From an optimization exercise on the open Yosys and OpenROAD flow, aimed at small area, a short achievable clock period and few clock cycles per item; shortcuts taken in it are not production practice.
Function not checked in this run: the RTL went through the layout flow alone.
No activity file was given, so power comes from the tool's default toggle rates.

[config.mk]
export PLATFORM = sky130hd
export DESIGN_NAME = ln_top
export DESIGN_NICKNAME = ln_top
export VERILOG_FILES = /design/flow/design.v
export SDC_FILE = /design/flow/constraint.sdc
export NUM_CORES = 4
export LEC_CHECK = 0
export CAP_MARGIN = 20
export CORE_MARGIN = 2
export CORE_UTILIZATION = 25
export PLACE_DENSITY = 0.4
export SLEW_MARGIN = 20
[run.sh]
#!/bin/bash
# synth_recipe.tcl (not shown) runs the flow's synth.tcl, then flattens the netlist and writes it again
# the make line also repeats each setting of config.mk as NAME=value (left out here)
make -C /OpenROAD-flow-scripts/flow DESIGN_CONFIG=/design/flow/config.mk WORK_HOME=/design/flow/orfs CLKGATE_MAP_FILE= SYNTH_SCRIPT=/design/flow/synth_recipe.tcl finish
[constraint.sdc]
create_clock -name core_clock -period 9.0 [get_ports {core_clk}]
set_input_delay 1.8000 -clock core_clock [delete_from_list [all_inputs] [get_ports {core_clk}]]
set_output_delay 1.8000 -clock core_clock [all_outputs]
set_load 0.01 [all_outputs]
[design.v]
package ln_pkg;
    typedef enum logic [1:0] {
        IDLE,
        SUM,    
        DIV,    
        OUT     
    } ln_state_e;
    typedef struct packed {
        logic [6:0] m;
        logic [4:0] e;
    } ln_div_t;
    typedef struct packed {
        logic [12-1:0]          channel_number;   
        logic [15:0]                  im_base;
        logic [15:0]                  om_base;
        logic [11:0]                  ifm_align;        
        logic [11:0]                  ofm_align;
        logic [11:0]                  block_count;
        logic [3:0]                   shift_out;
        logic [4*12-1:0]      div;              
    } ln_cfg_t;
    typedef struct packed {
        ln_state_e           state;
        logic [12-1:0] cnt;    
    } ln_phase_t;
    typedef struct packed {
        logic                  ren;
        logic [13-1:0] raddr;
        logic                  wen;
        logic [13-1:0] waddr;
    } ln_lbuf_req_t;
    typedef struct packed {
        logic                    ren;
        logic                    wen;
        logic [11-1:0] addr;    
    } ln_cache_req_t;
    typedef struct packed {
        logic clear;
        logic acc_en;
        logic mean_start;
        logic out_en;
    } ln_lane_ctl_t;
endpackage
`timescale 1ns/1ps
module ln_top (
    input  logic                  core_clk,
    input  logic                  rst_n,
    input  logic                  ln_start,       
    input  ln_pkg::ln_cfg_t       cfg,            
    input  logic [(4 * 4 * 8)-1:0] lbuf_rdata,
    input  logic [(4 * 4 * 8)-1:0] cache_rdata,
    output logic                  ln_end,
    output ln_pkg::ln_lbuf_req_t  lbuf_req,
    output logic [(4 * 4 * 8)-1:0] lbuf_wdata,
    output ln_pkg::ln_cache_req_t cache_req,
    output logic [(4 * 4 * 8)-1:0] cache_wdata
);
    localparam int ROWS  = 4 * 4;
    localparam int ACC_W = 19;                    
    localparam int P_W   = 26;                    
    localparam logic [1:0] PT_SUMC = 2'd0;
    localparam logic [1:0] PT_SUMX = 2'd1;
    localparam logic [1:0] PT_OUTL = 2'd2;
    localparam logic [4:0] GAP     = 5'd17;       
    logic [3:0]            sh_q;
    logic [13-1:0] ia_q, oa_q;
    always_ff @(posedge core_clk) begin
        sh_q <= cfg.shift_out;
        ia_q <= 13'(cfg.ifm_align);
        oa_q <= 13'(cfg.ofm_align);
    end
    logic                  busy;
    logic                  act;         
    logic                  first;       
    logic [1:0]            pt;          
    logic [1:0]            pend;        
    logic [12-1:0]   cnt;         
    logic [4:0]            gap;
    logic                  gap_on;
    logic [11:0]           sl;          
    logic                  cren;
    logic [13-1:0] raddr, rbase, rnext;
    logic                  last_req;
    assign last_req = act && (cnt == 12'(1));
    always_ff @(posedge core_clk) begin
        rnext <= rbase + ia_q;
    end
    always_ff @(posedge core_clk or negedge rst_n) begin
        if (!rst_n) begin
            busy   <= 1'b0;
            act    <= 1'b0;
            first  <= 1'b0;
            pt     <= PT_SUMC;
            pend   <= PT_SUMC;
            cnt    <= '0;
            gap    <= '0;
            gap_on <= 1'b0;
            sl     <= '0;
            cren   <= 1'b0;
            raddr  <= '0;
            rbase  <= '0;
        end else begin
            first <= 1'b0;
            if (!busy) begin
                if (ln_start) begin
                    busy  <= 1'b1;
                    act   <= 1'b1;
                    first <= 1'b1;
                    pt    <= PT_SUMC;
                    cnt   <= cfg.channel_number;
                    raddr <= cfg.im_base[13-1:0];
                    rbase <= cfg.im_base[13-1:0];
                    sl    <= cfg.block_count - 12'd1;
                end
            end else if (act && !last_req) begin
                cnt   <= cnt - 12'(1);
                raddr <= raddr + 13'(1);
            end else if (act) begin
                if (pt == PT_OUTL) begin
                    if (sl == '0) begin
                        busy <= 1'b0;
                        act  <= 1'b0;
                    end else begin
                        first <= 1'b1;
                        pt    <= PT_SUMC;
                        cnt   <= cfg.channel_number;
                        raddr <= rnext;
                        rbase <= rnext;
                        sl    <= sl - 12'd1;
                    end
                end else begin
                    act    <= 1'b0;
                    cren   <= 1'b0;
                    gap_on <= 1'b1;
                    gap    <= GAP;
                    pend   <= (pt == PT_SUMX || sl == '0) ? PT_OUTL : PT_SUMX;
                end
            end else if (gap_on) begin
                gap <= gap - 5'd1;
                if (gap == 5'd1) begin
                    gap_on <= 1'b0;
                    act    <= 1'b1;
                    first  <= 1'b1;
                    pt     <= pend;
                    cnt    <= cfg.channel_number;
                    if (pend == PT_SUMX) begin
                        cren  <= 1'b1;
                        raddr <= rnext;
                        rbase <= rnext;
                        sl    <= sl - 12'd1;
                    end else begin
                        raddr <= rbase;
                    end
                end
            end
        end
    end
    logic p0_sum, p0_cwr, p0_out, p0_srcc, p0_jlast;
    logic p1_sum, p1_cwr, p1_out, p1_srcc, p1_first, p1_last, p1_jlast;
    logic p2_sum, p2_cwr, p2_out, p2_srcc, p2_first, p2_last, p2_jlast;
    logic p3_sum, p3_cwr, p3_out, p3_first, p3_last, p3_jlast;
    logic p4_last, p4_jlast;
    logic lwen;
    logic [13-1:0]   waddr, wbase, wnext;
    logic [11-1:0] caddr;
    assign p0_sum   = act && (pt != PT_OUTL);
    assign p0_cwr   = act && (pt == PT_SUMC);
    assign p0_out   = act && (pt != PT_SUMC);
    assign p0_srcc  = (pt == PT_SUMX);
    assign p0_jlast = (pt == PT_OUTL) && (sl == '0);
    always_ff @(posedge core_clk or negedge rst_n) begin
        if (!rst_n) begin
            {p1_sum, p1_cwr, p1_out, p1_srcc, p1_first, p1_last, p1_jlast} <= '0;
            {p2_sum, p2_cwr, p2_out, p2_srcc, p2_first, p2_last, p2_jlast} <= '0;
            {p3_sum, p3_cwr, p3_out, p3_first, p3_last, p3_jlast}          <= '0;
            {p4_last, p4_jlast}                                            <= '0;
            lwen   <= 1'b0;
            ln_end <= 1'b0;
            waddr  <= '0;
            wbase  <= '0;
            caddr  <= '0;
        end else begin
            {p1_sum, p1_cwr, p1_out, p1_srcc, p1_first, p1_last, p1_jlast} <=
                {p0_sum, p0_cwr, p0_out, p0_srcc, first, last_req, p0_jlast};
            {p2_sum, p2_cwr, p2_out, p2_srcc, p2_first, p2_last, p2_jlast} <=
                {p1_sum, p1_cwr, p1_out, p1_srcc, p1_first, p1_last, p1_jlast};
            {p3_sum, p3_cwr, p3_out, p3_first, p3_last, p3_jlast} <=
                {p2_sum, p2_cwr, p2_out, p2_first, p2_last, p2_jlast};
            {p4_last, p4_jlast} <= {p3_last, p3_jlast};
            lwen   <= p3_out;
            ln_end <= lwen && p4_last && p4_jlast;
            if (!busy && ln_start) begin
                waddr <= cfg.om_base[13-1:0];
                wbase <= cfg.om_base[13-1:0];
            end else if (lwen) begin
                waddr <= p4_last ? wnext : waddr + 13'(1);
                if (p4_last) wbase <= wnext;
            end
            if (busy && gap_on && gap == 5'd1 && pend == PT_SUMX)
                caddr <= '0;
            else if (cren)
                caddr <= caddr + 11'(1);
            else if (p2_cwr)
                caddr <= p2_first ? '0 : caddr + 11'(1);
        end
    end
    always_ff @(posedge core_clk) begin
        wnext <= wbase + oa_q;
    end
    assign lbuf_req.ren   = act;
    assign lbuf_req.raddr = raddr;
    assign lbuf_req.wen   = lwen;
    assign lbuf_req.waddr = waddr;
    assign cache_req.ren  = cren;
    assign cache_req.wen  = p3_cwr;
    assign cache_req.addr = caddr;
    logic [(4 * 4 * 8)-1:0] r_l;    
    logic [(4 * 4 * 8)-1:0] r_o;    
    always_ff @(posedge core_clk) begin
        r_l <= p2_sum ? lbuf_rdata : '0;
        r_o <= p2_srcc ? cache_rdata : lbuf_rdata;
    end
    assign cache_wdata = r_l;
    logic                    ex_on;
    logic [3:0]              ek;
    logic [3:0]              ek_n;
    logic [6:0]              m_reg;
    logic [4:0]              e_reg, e_d;
    logic                    pv;
    logic signed [P_W-1:0]   prod;
    logic signed [P_W-1:0]   quo;
    logic signed [8:0]       mean_new;
    logic signed [ACC_W-1:0] acc  [ROWS];
    logic signed [8:0]       mean [ROWS];
    logic [11:0]             div_sel;
    assign ek_n    = ex_on ? ek + 4'd1 : 4'd0;
    assign div_sel = cfg.div[ek_n[3:2]*12 +: 12];
    always_ff @(posedge core_clk or negedge rst_n) begin
        if (!rst_n) begin
            ex_on <= 1'b0;
            ek    <= '0;
            pv    <= 1'b0;
        end else begin
            pv <= ex_on;
            if (p3_sum && p3_last) begin
                ex_on <= 1'b1;
                ek    <= '0;
            end else if (ex_on) begin
                ek <= ek + 4'd1;
                if (ek == 4'd15) ex_on <= 1'b0;
            end
        end
    end
    always_ff @(posedge core_clk) begin
        m_reg <= div_sel[11:5];
        e_reg <= div_sel[4:0];
        if (ex_on) begin
            prod <= P_W'(acc[0]) * P_W'($signed({1'b0, m_reg}));
            e_d  <= e_reg;
        end
    end
    assign quo = prod >>> e_d;
    always_comb begin
        if (quo > 26'sd255)
            mean_new = 9'sd255;
        else if (quo < -26'sd256)
            mean_new = -9'sd256;
        else
            mean_new = quo[8:0];
    end
    for (genvar r = 0; r < ROWS; r++) begin : g_row
        logic signed [7:0]       x_in;
        logic signed [ACC_W-1:0] base;
        logic signed [ACC_W-1:0] nxt;
        logic signed [9:0]       d;
        logic signed [17:0]      w;
        logic [3:0]              s;
        logic [7:0]              y;
        assign x_in = r_l[r*8 +: 8];
        if (r == ROWS - 1) begin : g_tail
            assign nxt = '0;
        end else begin : g_link
            assign nxt = acc[r+1];
        end
        assign base = ex_on ? nxt : ((p3_sum && p3_first) ? '0 : acc[r]);
        always_ff @(posedge core_clk) begin
            acc[r] <= base + ACC_W'(x_in);
        end
        always_ff @(posedge core_clk) begin
            if (pv) mean[r] <= (r == ROWS - 1) ? mean_new : mean[(r + 1) % ROWS];
        end
        assign d = 10'(signed'(r_o[r*8 +: 8])) - 10'(mean[r]);
        assign s = (sh_q > 4'd8) ? 4'd8 : sh_q;
        assign w = 18'(d) <<< s;
        always_comb begin
            if (w > 18'sd127)
                y = 8'h7f;
            else if (w < -18'sd128)
                y = 8'h80;
            else
                y = w[7:0];
        end
        always_ff @(posedge core_clk) begin
            lbuf_wdata[r*8 +: 8] <= y;
        end
    end
endmodule
==> summary.txt <==
Crit-path slowest cell = dfxtp_1
number of max-cap violations = 0
Die X = 532 um
Gate power share = 64.0%
Via density = 5.09
post-cts sizing count = 0
clk buf depth = 4
Initial Utilization = 25.2%
Cell Rows = 193
CP startpoint kind = flip-flop
Final Hold Viols = 0
switching pwr = 20.2 mW
Layout Cells excl Fill = 12200
top-count cell post-synth = dfxtp_1
Routed WL = 295 mm
Most Frequent Cell on Critical Path = fa_1
worst endpoint required time = 9.55 ns
first-pass GRT wire length = 430 mm
postcts setup bufs = 0
FMAX = 173 MHz
Largest stage delay, worst path = 0.88 ns
die height = 532 um
Critical Path AT = 6.32 ns
synth-to-layout area growth = 22.2%
Post-Place Cell Area = 80400 um2
root buffer cell = clkbuf_16
Syn Nets = 8837
Post-Place Worst Slack = 3.26 ns
Setup WS post-layout = 3.23 ns
DR iter-0 viols = 3931
Crit path buffers/inverters = 3
unrepaired setup endpoints after global routing = false
H-tree levels = 4
Final Max Slew Viols = 0
DR vias = 62000
WHS = 0.349 ns
Avg WL per Cell = 24.3 um
#FFs+latches synth = 1060
initial antenna violation count = 22
Post-synth top cells = dfxtp_1, nor2_1, nand2_1
switch share = 46.6%
Worst-path clk slew = 0.06 ns
DIE AREA = 283000 um2
Synth Flop Type = dfxtp_1
Placer Congestion = 0.907
worst-path fanout max = 19
Yosys Warn Count = 3
# IOs = 689
Mapped Cells = 7796
Seq/Total Area, Yosys = 33.9%
number of global-route vias before repair = 62700
Final period util = 64.1%
Antenna Nets Post-Route = 0
Async SR Flop Fraction = 12.4%
largest net degree at the start of global routing = 144
Clock Skew = 0.0452 ns
CTS tree = done
Slew Limit Headroom = 25.9%
DRT Pass-1 Iters = 7
leading area contributor after synthesis = dfxtp_1
final instance area = 85300 um2
Residual DRC = 0
Hold Buf Count CTS = 0
CP Cell Sequence = nand2_1 > fa_1 > fa_1 > inv_1 > fa_1 > inv_1 > fa_1 > inv_1 > ha_1 > o21ai_0 > nand2_1 > a31o_2 > a41o_1 > a311oi_1 > nor3_1 > o31a_1 > nor2_1 > xnor2_1
Crit Path Class = reg -> reg
Synth cell types = 119
critical path endpoint category = flip-flop
HP Class = reg -> reg
Area contributors post-synth = dfxtp_1, ha_1, edfxtp_1
final net count = 9380
Yosys top cell area share = 21.6%
Overflow after GRT = 0
Final HPWL DP = 227 mm
layout cell share with drive strength beyond 1 = 7.36%
Worst-Skew Late Latency = 0.84 ns
CP top delay family = adder cells
P_int = 23.1 mW
Worst VDD drop = 0.530 mV
placed cell count = 11900
biggest regs = acc: 304 flops, mean: 144 flops
measured slew at the worst slew-check pin = 1.11 ns
clock tree sinks = 1060
Port Buffers = 682
Clk pwr share = 13.8%
min Tclk post-route = 5.77 ns
core box area = 277000 um2
final setup vio count = 0
Biggest register = acc
P_leak = 34.8 nW
setup TNS = 0 ns
power share of the sequential group = 22.2%
PwrDens = 508 nW/um2
Post-synth EDFFs = 175
syn avg cell area = 8.95 um2
max FFs per register = 304
TritonCTS Buffers = 145
status = timing/DRC/antenna clean
Total GRT Usage = 20.2%
Post-Syn Area = 69800 um2
[cell families after synthesis]
family                   Yosys count  share of synthesized area, %
AND/OR/NAND/NOR                 2396                          16.7
adder cells (fa/ha/maj)          651                          13.1
multiplexers                     275                          4.67
AO/OA/AOI/OAI                   2250                          22.2
XOR/XNOR                         401                          5.06
flip-flops                      1060                          33.9
buffers and inverters            763                          4.42
[routing by layer]
metal / global-route usage [%] / vias to the layer above / routed length, um
met5: 0 / - / 54
met4: 6.59 / 8 / 9470
met3: 2.79 / 409 / 14000
met2: 35.7 / 1800 / 146000
met1: 24.9 / 30100 / 126000
li1: - / 29600 / -
[cells in the final DEF, fill, tap and decap left out, types with 154 or more instances in the layout]
| master | synthesis | final |
|---|---|---|
| mux2_2 | 154 | 154 |
| nor2_1 | 680 | 675 |
| a21oi_1 | 464 | 462 |
| a22o_1 | 285 | 285 |
| nand2_1 | 536 | 534 |
| edfxtp_1 | 175 | 175 |
| ha_1 | 517 | 517 |
| nor3_1 | 235 | 235 |
| o21ai_0 | 437 | 437 |
| dfxtp_1 | 754 | 751 |
| clkdlybuf4s50_1 | 0 | 681 |
| xnor2_1 | 294 | 294 |
| inv_1 | 401 | 400 |
| and2_1 | 286 | 286 |
[per-stage QoR]
stage,power (mW),util (%)
6_report,43.3,30.8
5_1_grt,47.4,30.8
4_1_cts,43.9,30.8
3_5_place_dp,37.5,29.0
3_3_place_gp,37.5,29.0
2_1_floorplan,29.0,-
[worst paths after layout]
| check | start | to | slack, ns | cells past startpoint |
|---|---|---|---|---|
| min reg2reg | p1_cwr | p2_cwr | 0.35 | 0 |
| min | p1_cwr | p2_cwr | 0.35 | 0 |
| max reg2reg | m_reg[3] | prod[24] | 3.23 | 18 |
| max in group asynchronous | rst_n | ex_on | 6.99 | 2 |
| max | m_reg[3] | prod[24] | 3.23 | 18 |
| min in group asynchronous | rst_n | raddr[6] | 0.91 | 1 |
[power groups by stage]
stage / Clock (mW) / Combinational [mW] / Sequential [mW]
after floorplan: 0 / 20.1 / 8.81
after global placement: 0 / 27.7 / 9.80
after detailed placement: 0 / 27.8 / 9.78
after CTS: 6.22 / 28.0 / 9.72
after global routing: 6.39 / 31.2 / 9.89
final: 5.98 / 27.7 / 9.62
[final cells by class]
| class | count | area [um2] |
|---|---|---|
| diodes | 8 | 20.0 |
| fillers | 29100 | 192000 |
| clock buffers | 203 | 4250 |
| inverters | 403 | 1510 |
| well taps | 3705 | 4640 |
| multi-input cells | 5973 | 43200 |
| clock inverters | 57 | 611 |
| flip-flops and latches | 1060 | 23700 |
| repair buffers | 756 | 7420 |

==> re-timing with driven ports <==
The results above use ideal ports. As a check the final layout listed here was re-extracted and re-timed, cells and wires unchanged.
Step 1, drivers: a clkbuf_16 drives core_clk and a buf_2 each remaining input, both assumed.
Step 2 also shifts input and output timing later by t, the mid clock arrival at the registers, as if the neighbouring blocks saw the same clock.
Slacks: ideal / step 1 / step 2; pairs: ideal / step 1.
t, ns: 0.911
setup WS [ns]: 3.231 / 3.231 / 3.231
slew at the worst register clock pin (ns): 0.07 / 0.07
After both steps this run still meets setup and hold. The setup slack of this run moves by 0.000 ns with the drivers and by 0.000 ns with both steps.
